Context: an optimization exercise on an open-source flow, tuned for small area, a short achievable clock period and few clock cycles per item. The choices shown serve that exercise and are no tape-out recipe.
No run shown here included a check of the RTL's function; only the layout flow was run.
Power and IR drop assume default switching activity.

==> config.mk <==
export PLATFORM = sky130hd
export DESIGN_NAME = mlp_sequencer
export DESIGN_NICKNAME = mlp_sequencer
export VERILOG_FILES = /design/flow/design.v
export SDC_FILE = /design/flow/constraint.sdc
export NUM_CORES = 4
export LEC_CHECK = 0
export ABC_CLOCK_PERIOD_IN_PS = 3000
export CAP_MARGIN = 20
export CORE_MARGIN = 2
export CORE_UTILIZATION = 40
export CTS_BUF_LIST = sky130_fd_sc_hd__clkbuf_4 sky130_fd_sc_hd__clkbuf_8
export SLEW_MARGIN = 20
==> constraint.sdc <==
create_clock -name core_clock -period 8.0 [get_ports {clk}]
set_input_delay 1.6000 -clock core_clock [delete_from_list [all_inputs] [get_ports {clk}]]
set_output_delay 1.6000 -clock core_clock [all_outputs]
set_load 0.01 [all_outputs]
==> design.v <==
module mlp_sequencer #(
   parameter int N1        = 98,
   parameter int N2        = 10,
   parameter int W_K       = 4,
   parameter int W_X       = 8,
   parameter int W_OUT     = 16,
   parameter int ACT_SHIFT = 4,
   parameter int OUT_SHIFT = 8
) (
   input  logic                         clk,
   input  logic                         rstn,
   input  logic                         s_valid,
   output logic                         s_ready,
   input  logic [W_X-1:0]               s_data,
   output logic                         m_valid,
   input  logic                         m_ready,
   output logic [W_OUT-1:0]             m_data,
   output logic                         busy,
   output logic [1:0]                   w_sel,
   output logic [$clog2(N2+1)-1:0]      w_neuron,
   output logic [$clog2(N1/2+1)-1:0]    w_idx,
   input  logic [W_K-1:0]               w_data,
   output logic [W_K-1:0]               tanh_idx,
   input  logic [W_OUT-1:0]             tanh_data
);
   localparam int HALF   = N1 / 2;
   localparam int NEU_W  = $clog2(N2 + 1);
   localparam int IDX_W  = $clog2(N1 / 2 + 1);
   localparam int ACC1_W = W_X + W_K + $clog2(N1 + 2) - 1;    
   localparam int ACC2_W = W_OUT + W_K + $clog2(N2 + 1) - 1;  
   localparam int XW     = (W_OUT > W_X) ? W_OUT : W_X;
   localparam int PW     = XW + W_K;
   localparam int P1W    = W_X + W_K;
   localparam int TAP    = 2;    
   localparam logic signed [ACC1_W-1:0] T_MAX = ACC1_W'(2 ** (W_K - 1) - 1);
   localparam logic signed [ACC1_W-1:0] T_MIN = ACC1_W'(-(2 ** (W_K - 1)));
   localparam logic [1:0] PH_L1 = 2'd0, PH_L2 = 2'd1, PH_CLR = 2'd2;
   logic [1:0]               r_ph;
   logic                     r_act;      
   logic [3:0]               r_pcnt;     
   logic                     r_fin;      
   logic [1:0]               r_sel;
   logic [NEU_W-1:0]         r_neu;      
   logic [IDX_W-1:0]         r_idx;
   logic signed [XW-1:0]     r_x;
   logic signed [W_K-1:0]    r_w;
   logic [W_K-1:0]           r_t;
   logic signed [ACC2_W-1:0] r_acc2;
   logic                     r_m_valid;
   logic [N2*ACC1_W-1:0]     r_ring;
   logic                     w_bias, w_rdy, w_acc, w_clr, w_last;
   logic [NEU_W-1:0]         w_neu_n;
   logic signed [PW-1:0]     w_prod;
   logic signed [ACC1_W-1:0] w_head, w_tap, w_sum, w_sh;
   logic [W_K-1:0]           w_t;
   assign w_head  = r_ring[ACC1_W-1:0];
   assign w_tap   = r_ring[TAP*ACC1_W +: ACC1_W];
   assign w_bias  = r_idx == IDX_W'(HALF);
   assign w_rdy   = r_ph == PH_L1 && !r_act && !w_bias;
   assign w_acc   = s_valid && w_rdy;
   assign w_last  = r_pcnt == 4'd9;
   assign w_neu_n = (r_neu == NEU_W'(N2 - 1)) ? '0 : r_neu + 1'b1;
   assign s_ready  = rstn && w_rdy;
   assign busy     = rstn && !w_rdy;
   assign w_sel    = r_sel;
   assign w_neuron = r_neu;
   assign w_idx    = r_idx;
   assign tanh_idx = r_t;
   assign m_valid  = r_m_valid;
   assign m_data   = W_OUT'(r_acc2 >>> OUT_SHIFT);
   assign w_prod = r_w * r_x;
   assign w_clr  = r_ph == PH_CLR || (r_ph == PH_L2 && r_pcnt != 4'd15 && r_pcnt != 4'd0) || r_fin;
   assign w_sum  = w_clr ? '0 : w_head + ACC1_W'($signed(w_prod[P1W-1:0]));
   always_comb begin
      w_sh = w_tap >>> ACT_SHIFT;
      if (w_sh > T_MAX)      w_t = W_K'(2 ** W_K - 1);
      else if (w_sh < T_MIN) w_t = '0;
      else                   w_t = W_K'(w_sh) ^ W_K'(2 ** (W_K - 1));
   end
   always_ff @(posedge clk) begin
      r_ring <= {w_sum, r_ring[N2*ACC1_W-1:ACC1_W]};
      r_w    <= w_data;
      r_t    <= w_t;
      if ((r_ph == PH_L2 && r_pcnt != 4'd15 && r_pcnt != 4'd0) || r_fin)
         r_acc2 <= (r_ph == PH_L2 && r_pcnt == 4'd1 ? '0 : r_acc2) + ACC2_W'(w_prod);
   end
   always_ff @(posedge clk) begin
      if (!rstn) begin
         r_ph      <= PH_CLR;
         r_act     <= 1'b0;
         r_pcnt    <= '0;
         r_fin     <= 1'b0;
         r_sel     <= '0;
         r_neu     <= '0;
         r_idx     <= '0;
         r_x       <= '0;
         r_m_valid <= 1'b0;
      end else begin
         r_neu <= w_neu_n;
         r_fin <= r_ph == PH_L2 && r_pcnt == 4'd10;
         if (r_fin) r_m_valid <= 1'b1;
         else if (m_ready) r_m_valid <= 1'b0;
         case (r_ph)
            PH_L1: begin
               if (!r_act) begin
                  r_pcnt <= 4'd1;
                  if (w_bias) begin
                     r_x   <= XW'(1);
                     r_act <= 1'b1;
                  end else if (w_acc) begin
                     r_x <= XW'($signed(s_data));
                     if (|s_data) r_act <= 1'b1;
                     else r_idx <= r_idx + 1'b1;
                  end else begin
                     r_x <= '0;
                  end
               end else begin
                  r_pcnt <= r_pcnt + 1'b1;
                  if (w_last) begin
                     r_act <= 1'b0;
                     if (!w_bias) r_idx <= r_idx + 1'b1;
                     else if (r_sel == 2'd0) begin
                        r_sel <= 2'd1;
                        r_idx <= '0;
                     end else begin
                        r_ph   <= PH_L2;
                        r_sel  <= 2'd2;
                        r_idx  <= IDX_W'(w_neu_n);
                        r_pcnt <= r_m_valid ? 4'd15 : 4'd0;
                     end
                  end
               end
            end
            PH_L2: begin
               r_idx <= IDX_W'(w_neu_n);
               if (r_pcnt == 4'd15) begin
                  r_x <= '0;
                  if (!r_m_valid) r_pcnt <= '0;
               end else begin
                  r_pcnt <= r_pcnt + 1'b1;
                  r_x    <= $signed(tanh_data);
                  if (r_pcnt == 4'd9) begin
                     r_idx <= IDX_W'(N2);
                  end else if (r_pcnt == 4'd10) begin
                     r_x   <= XW'(1);
                     r_ph  <= PH_L1;
                     r_sel <= '0;
                     r_idx <= '0;
                  end
               end
            end
            default: begin    
               r_pcnt <= r_pcnt + 1'b1;
               if (r_pcnt == 4'd9) begin
                  r_ph  <= PH_L1;
                  r_sel <= '0;
                  r_idx <= '0;
               end
            end
         endcase
      end
   end
endmodule
==> run.sh <==
#!/bin/bash
# synth_recipe.tcl (not shown) runs the flow's synth.tcl, then flattens the netlist and writes it again
# the make line also repeats each setting of config.mk as NAME=value (left out here)
make -C /OpenROAD-flow-scripts/flow DESIGN_CONFIG=/design/flow/config.mk WORK_HOME=/design/flow/orfs CLKGATE_MAP_FILE= SYNTH_SCRIPT=/design/flow/synth_recipe.tcl finish
==> impl_metrics.tcl, run 1 <==
set metrics [dict create \
    die-width_um 167 \
    synth.avg_cell_area_sq_um 10.9 \
    n_fill_cell 2392 \
    grt_pass1_wl_mm 33.9 \
    place_congestion 0.795 \
    track_usage 0.145 \
    cp.arrival_ns 6.68 \
    comb_power_share 0.060 \
    slowest_delay_ns 0.66 \
    clockPowerShare 0.448 \
    finalMaxSlewViolations 0 \
    routed_via_density 4.96 \
    path_clk_slew_ns 0.06 \
    grt_max_degree 26 \
    p_int_w 0.00202 \
    synth_seq_cells 248 \
    ctsHoldBuffers 0 \
    insertedDiodeCount 0 \
    clk_latency_ns 0.55 \
    cpMaxStageDelayCell "dfxtp_1" \
    chipHeight_um 167 \
    swShare 0.219 \
    cts_setup_buffers 0 \
    synth-main-ff-cell "dfxtp_1" \
    async_reset_ff_frac 0 \
    seq_power_share 0.492 \
    synthesis.nets 1123 \
    finalWorstSetupSlack_ns 1.68 \
    initial_core_util 0.407 \
    drt_iter0_drc 306 \
    overflow 0 \
    syn_inst 973 \
    dr.pass1.iters 5 \
    wirelength_mm 19.6 \
    die_area_sq_um 27800 \
    p_sw_w 0.000566 \
    drc 0 \
    core-area_sq_um 26000 \
    drive_gt1_frac 0.0828 \
    cts_max_level 2 \
    mostFrequentLayoutCells "225 x dfxtp_1, 83 x ha_1, 72 x and2_1" \
    worstHoldPathType "register to register" \
    antenna_found_initial 0 \
    hold_viol 0 \
    synth_edf_count 23 \
    max-cap-violations 0 \
    cts_tree "built" \
    crit_path_end_kind "register" \
    start_kind "register" \
    clock-sinks 248 \
    cpMostUsedCell "fa_1" \
    cts-buffers-inserted 40 \
    place_ws_ns 1.71 \
    setup_tns_ns 0 \
    synth_warnings 1 \
    layout_commonest_cell "dfxtp_1" \
    wl_per_cell_um 13.9 \
    status "finished clean" \
    row_count 59 \
    worst_clock_skew_ns 0.0332 \
    p_per_area_nw_per_um2 209 \
    multiInputGateArea_sq_um 5080 \
    rsz0062_at_grt "false" \
    timing.final.crit_share 0.790 \
    setup-violations-final 0 \
    yosysUniqueCellTypes 69 \
    first_global_vias 7021 \
    ys_seq_area_frac 0.491 \
    leakage_nw 5.26 \
    worst_pin_slew_ns 0.992 \
    slew_headroom 0.339 \
    syn_area_sq_um 10600 \
    port-buffer-count 66 \
    hpwl_mm 14.4 \
    nets 1200 \
    syn2layout_area_growth_pct 16.8 \
    regArea_sq_um 5190 \
    critical_path_required_ns 8.36 \
    peakVddDrop_v 0.000161 \
    clockRootBuffer "clkbuf_8" \
    num_io_pins 67 \
    vias 6994 \
    worstSetupPathType "register to register" \
    cts_buffer_depth 3 \
    min_period_ns 6.32 \
    antenna_left 0 \
    crit_chain "nand2b_1, fa_1, fa_1, inv_1, fa_1, ha_1, inv_1, fa_1, nor2b_4, o31a_4, o22a_4, a21oi_1, xnor2_1, buf_4, ha_1, a21o_1, a211oi_1, a21oi_1, a21oi_2, o21ai_1, a31o_2, nand4b_1, o211a_1, nor4_1" \
    crit_fanout 17 \
    cts.repair.resized 0 \
    max_freq_mhz 158 \
]
cell type report:
cell class	count	share of cell area
Clock inverter	11	0.0128
Clock buffer	56	0.0578
Timing Repair Buffer	67	0.0541
Tap cell	335	0.0339
Inverter	32	0.00972
Sequential cell	248	0.420
Multi-Input combinational cell	661	0.411
state kept, by name, summed over array words and instances, names as in the netlist:
| register | count |
|---|---|
| r_idx | 6 |
| r_ring | 180 |
| r_act | 1 |
| r_sel | 2 |
| r_m_valid | 1 |
| r_t | 4 |
| r_x | 16 |
| r_w | 4 |
| r_acc2 | 23 |
| r_neu | 4 |
| r_ph | 2 |
| r_fin | 1 |
| r_pcnt | 4 |
routing by layer:
layer | global-route usage | wire length [um] | vias to the layer above
met5 | 0 | 0 | -
met4 | 0.0469 | 444 | 0
met3 | 0.0311 | 855 | 38
met2 | 0.223 | 8520 | 135
met1 | 0.204 | 9790 | 3279
li1 | - | - | 3542
power by group through the flow:
stage	registers, W	logic (W)	clock network (W)
after floorplan	0.00129	0.000112	0
after global placement	0.00130	0.000155	0
after detailed placement	0.00130	0.000155	0
after CTS	0.00127	0.000156	0.00120
after global routing	0.00127	0.000175	0.00126
final	0.00127	0.000156	0.00116
critical path, delay by kind of cell, from the launching register on:
family	cells	cell delay, ns
fa+ha+maj	6	2.29
compound gates	10	2.04
simple gates	4	0.68
flops	1	0.66
buf+inv	3	0.31
xor+xnor	1	0.14
through the flow:
stage          power, W  utilization  std cells  hold WS (ns)  area, sq um
6_report        0.00258        0.476       1410         0.304        12400
2_1_floorplan   0.00140            -        973         0.310        10600
4_1_cts         0.00262        0.476       1410         0.296        12400
5_1_grt         0.00270        0.476       1410         0.310        12400
3_5_place_dp    0.00145        0.442       1343         0.312        11500
3_3_place_gp    0.00145        0.442       1343         0.310        11500
final timing paths:
check / start / end / slack [ns] / cells past startpoint
max: r_w[3] / r_acc2[22] / 1.68 / 24
min: r_ring[73] / r_ring[55] / 0.30 / 0
max reg2reg: r_w[3] / r_acc2[22] / 1.68 / 24
min reg2reg: r_ring[73] / r_ring[55] / 0.30 / 0
cells by family (layout without fill, tap and decap cells):
group                    Yosys count  in the layout  share of synthesized area
flip-flops                       248            248                      0.491
buffers and inverters             64            166                     0.0285
XOR/XNOR                          52             52                     0.0444
adder cells (fa/ha/maj)          118            118                      0.164
multiplexers                       7              7                    0.00674
AO/OA/AOI/OAI                    194            194                      0.120
AND/OR/NAND/NOR                  290            290                      0.145
synthesized netlist by cell type, types with 16 or more instances:
cell type	n	area share
a21o_1	17	0.012
a21oi_1	66	0.031
and2_1	72	0.043
buf_4	16	0.011
dfxtp_1	225	0.43
edfxtp_1	23	0.065
fa_1	35	0.066
ha_1	83	0.098
inv_1	32	0.011
nand2_1	44	0.016
nor2_1	69	0.024
nor2b_1	20	0.012
o21ai_0	36	0.017
xnor2_1	36	0.030
==> inputs of run 2 (changes only) <==
==> config.mk (replaced) <==
export PLATFORM = sky130hd
export DESIGN_NAME = mlp_sequencer
export DESIGN_NICKNAME = mlp_sequencer
export VERILOG_FILES = /design/flow/design.v
export SDC_FILE = /design/flow/constraint.sdc
export NUM_CORES = 4
export LEC_CHECK = 0
export CAP_MARGIN = 20
export CORE_MARGIN = 2
export CORE_UTILIZATION = 40
export SLEW_MARGIN = 20
==> run 2 against run 1 <==
Against the previous run: still clean on timing, DRC and antenna; fmax rose by 0.33%; register-to-register slack better by 0.02 ns; via count fell by 1.7%; critical endpoint unchanged; clock power grew 7%.
==> impl_metrics.tcl, run 2 <==
set metrics [dict create \
    grt_max_degree 26 \
    r2r_cells 24 \
    insertedDiodeCount 0 \
    fin_area_sq_um 12400 \
    min_period_ns 6.30 \
    leakage_nw 5.24 \
    path_delay_family "adder cells" \
    largest_reg_flops 180 \
    cts_tree "built" \
    crit_chain "nand2b_1, fa_1, fa_1, inv_1, fa_1, ha_1, inv_1, fa_1, nor2b_4, o31a_4, o22a_4, a21oi_1, xnor2_1, buf_4, ha_1, a21o_1, a211oi_1, a21oi_1, a21oi_2, o21ai_1, a31o_2, nand4b_1, o211a_1, nor4_1" \
    setup-violations-final 0 \
    drive_gt1_frac 0.0625 \
    initial_core_util 0.407 \
    status "finished clean" \
    chipHeight_um 167 \
    slew_headroom 0.338 \
    cp_num_buf_inv 3 \
    clockRootBuffer "clkbuf_16" \
    routed_via_density 4.94 \
    timing.final.crit_share 0.787 \
    clock-sinks 248 \
    yosysUniqueCellTypes 69 \
    wl_per_cell_um 14.0 \
    yosysTopAreaCellShare 0.426 \
    max-cap-violations 0 \
    synth_commonest_cells "225 x dfxtp_1, 83 x ha_1, 72 x and2_1" \
    synthesis.nets 1123 \
    reg.largest.list "r_ring: 180 flops, r_acc2: 23 flops, r_x: 16 flops" \
    cpMaxStageDelayCell "dfxtp_1" \
    overflow 0 \
    first_global_vias 6846 \
    max_freq_mhz 159 \
    syn2layout_area_growth_pct 17.1 \
    synth_edf_count 23 \
    synth_area_leaders "dfxtp_1 43%, ha_1 9.8%, fa_1 6.6%" \
    r2r_slack_ns 1.70 \
    setup_tns_ns 0 \
    cpMostUsedCell "fa_1" \
    syn_area_sq_um 10600 \
    finalMaxSlewViolations 0 \
    worst_pin_slew_ns 0.993 \
    cts.repair.resized 0 \
    core-area_sq_um 26000 \
    fin_cells 1391 \
    antenna_left 0 \
    worstHoldPathType "register to register" \
    postLayoutCoreUtil 0.477 \
    port-buffer-count 66 \
    placed_area_sq_um 11500 \
    mostFrequentLayoutCells "225 x dfxtp_1, 83 x ha_1, 72 x and2_1" \
    n_fill_cell 2384 \
    reg2reg_from "r_w[3]" \
    reg2reg_to "r_acc2[22]" \
    place_congestion 0.795 \
    path_clk_slew_ns 0.06 \
    dr.pass1.iters 7 \
    critical_path_required_ns 8.34 \
    cts_buffer_depth 3 \
    cts_max_level 1 \
    wirelength_mm 19.4 \
    cts-buffers-inserted 26 \
    async_reset_ff_frac 0 \
    hold_viol 0 \
    layout_commonest_cell "dfxtp_1" \
    num_io_pins 67 \
    grt_pass1_wl_mm 33.5 \
    ctsHoldBuffers 0 \
    synth-main-ff-cell "dfxtp_1" \
    dp.cells 1343 \
    worst_clock_skew_ns 0.00732 \
    hpwl_mm 14.4 \
    cts_setup_buffers 0 \
    vias 6878 \
    cp.depth 24 \
    peakVddDrop_v 0.000237 \
    synth_most_common_cell "dfxtp_1" \
    largest_register "r_ring" \
    p_per_area_nw_per_um2 215 \
    worstSetupPathType "register to register" \
    cp-endpoint "r_acc2[22]" \
    synth_warnings 1 \
    synth_seq_cells 248 \
    rsz0062_at_grt "false" \
    die_area_sq_um 27800 \
    syn_inst 973 \
    row_count 59 \
    start_kind "register" \
    track_usage 0.142 \
    cp.arrival_ns 6.64 \
    slowest_delay_ns 0.66 \
    antenna_found_initial 0 \
    startpoint "r_w[3]" \
    ys_seq_area_frac 0.491 \
    crit_fanout 17 \
    multiInputGateArea_sq_um 5080 \
    drc 0 \
    finalWorstSetupSlack_ns 1.70 \
    crit_path_end_kind "register" \
    drt_iter0_drc 319 \
    synth_top_cell_by_area "dfxtp_1" \
    die-width_um 167 \
    clk_latency_ns 0.52 \
    place_ws_ns 1.71 \
    synth.avg_cell_area_sq_um 10.9 \
    regArea_sq_um 5190 \
    nets 1186 \
]
-- run 2: where the power goes --
part           total (W)  internal [W]  switching [W]
combinational   0.000156     0.0000751      0.0000805
sequential       0.00127       0.00126     0.00000847
clock            0.00124      0.000755       0.000481
total            0.00266       0.00209       0.000570
-- run 2: logic make-up after synthesis --
group	after synthesis	share of synthesized area
DFF	248	0.491
and+or+nand+nor	290	0.145
muxes	7	0.00674
AOI/OAI and AO/OA	194	0.120
xor gates and xnor gates	52	0.0444
adders and majority gates	118	0.164
buffers and inverters	64	0.0285
-- run 2: how the worst min path moves through the flow --
stage | startpoint | to | slack, ns | depth (start not counted)
final | r_ring[64] | r_ring[46] | 0.32 | 0
after CTS | r_ring[64] | r_ring[46] | 0.32 | 0
after global routing | r_ring[36] | r_ring[18] | 0.33 | 0
after global placement | r_ring[19] | r_ring[1] | 0.31 | 0
after detailed placement | r_ring[145] | r_ring[127] | 0.31 | 0
after floorplan | r_ring[18] | r_ring[0] | 0.31 | 0
-- run 2: through the flow --
| step | power (W) | hold WS, ns |
|---|---|---|
| after detailed placement | 0.00145 | 0.312 |
| after global placement | 0.00145 | 0.310 |
| after CTS | 0.00269 | 0.321 |
| after global routing | 0.00276 | 0.329 |
| after floorplan | 0.00140 | 0.310 |
| final | 0.00266 | 0.318 |
-- run 2: final cells by class --
| class | count | area share |
|---|---|---|
| multi-input cells | 661 | 0.410 |
| flip-flops and latches | 248 | 0.419 |
| clock inverters | 13 | 0.0128 |
| repair buffers | 67 | 0.0539 |
| well taps | 335 | 0.0338 |
| clock buffers | 35 | 0.0602 |
| inverters | 32 | 0.00969 |
-- run 2: per-layer routing --
| layer | share of wire | up-vias | track usage |
|---|---|---|---|
| li1 | - | 3511 | - |
| met1 | 0.50 | 3225 | 0.206 |
| met2 | 0.44 | 110 | 0.222 |
| met3 | 0.040 | 32 | 0.0242 |
| met4 | 0.020 | 0 | 0.0337 |
| met5 | 0 | - | 0 |

[afterwards: timing with drivers on the ports]
Ports are ideal in the flow. The routed layouts listed here were re-timed in OpenROAD. Step 1 assumes that a clkbuf_16 drives the clock port and a buf_2 every other input. Step 2 also shifts input and output timing later by t, the mid clock arrival at the registers, as if the neighbouring blocks saw the same clock. Three values: no drivers, after step 1, after step 2; two values: the first two.
run	shift t [ns]	setup WS [ns]	latest minus earliest clock arrival (ns)	worst register clock-pin slew, ns
run 1	0.575	1.683 / 1.683 / 1.683	0.034 / 0.035	0.07 / 0.07
run 2	0.564	1.704 / 1.704 / 1.704	0.009 / 0.008	0.06 / 0.06
After both steps setup and hold are still met in every run listed.
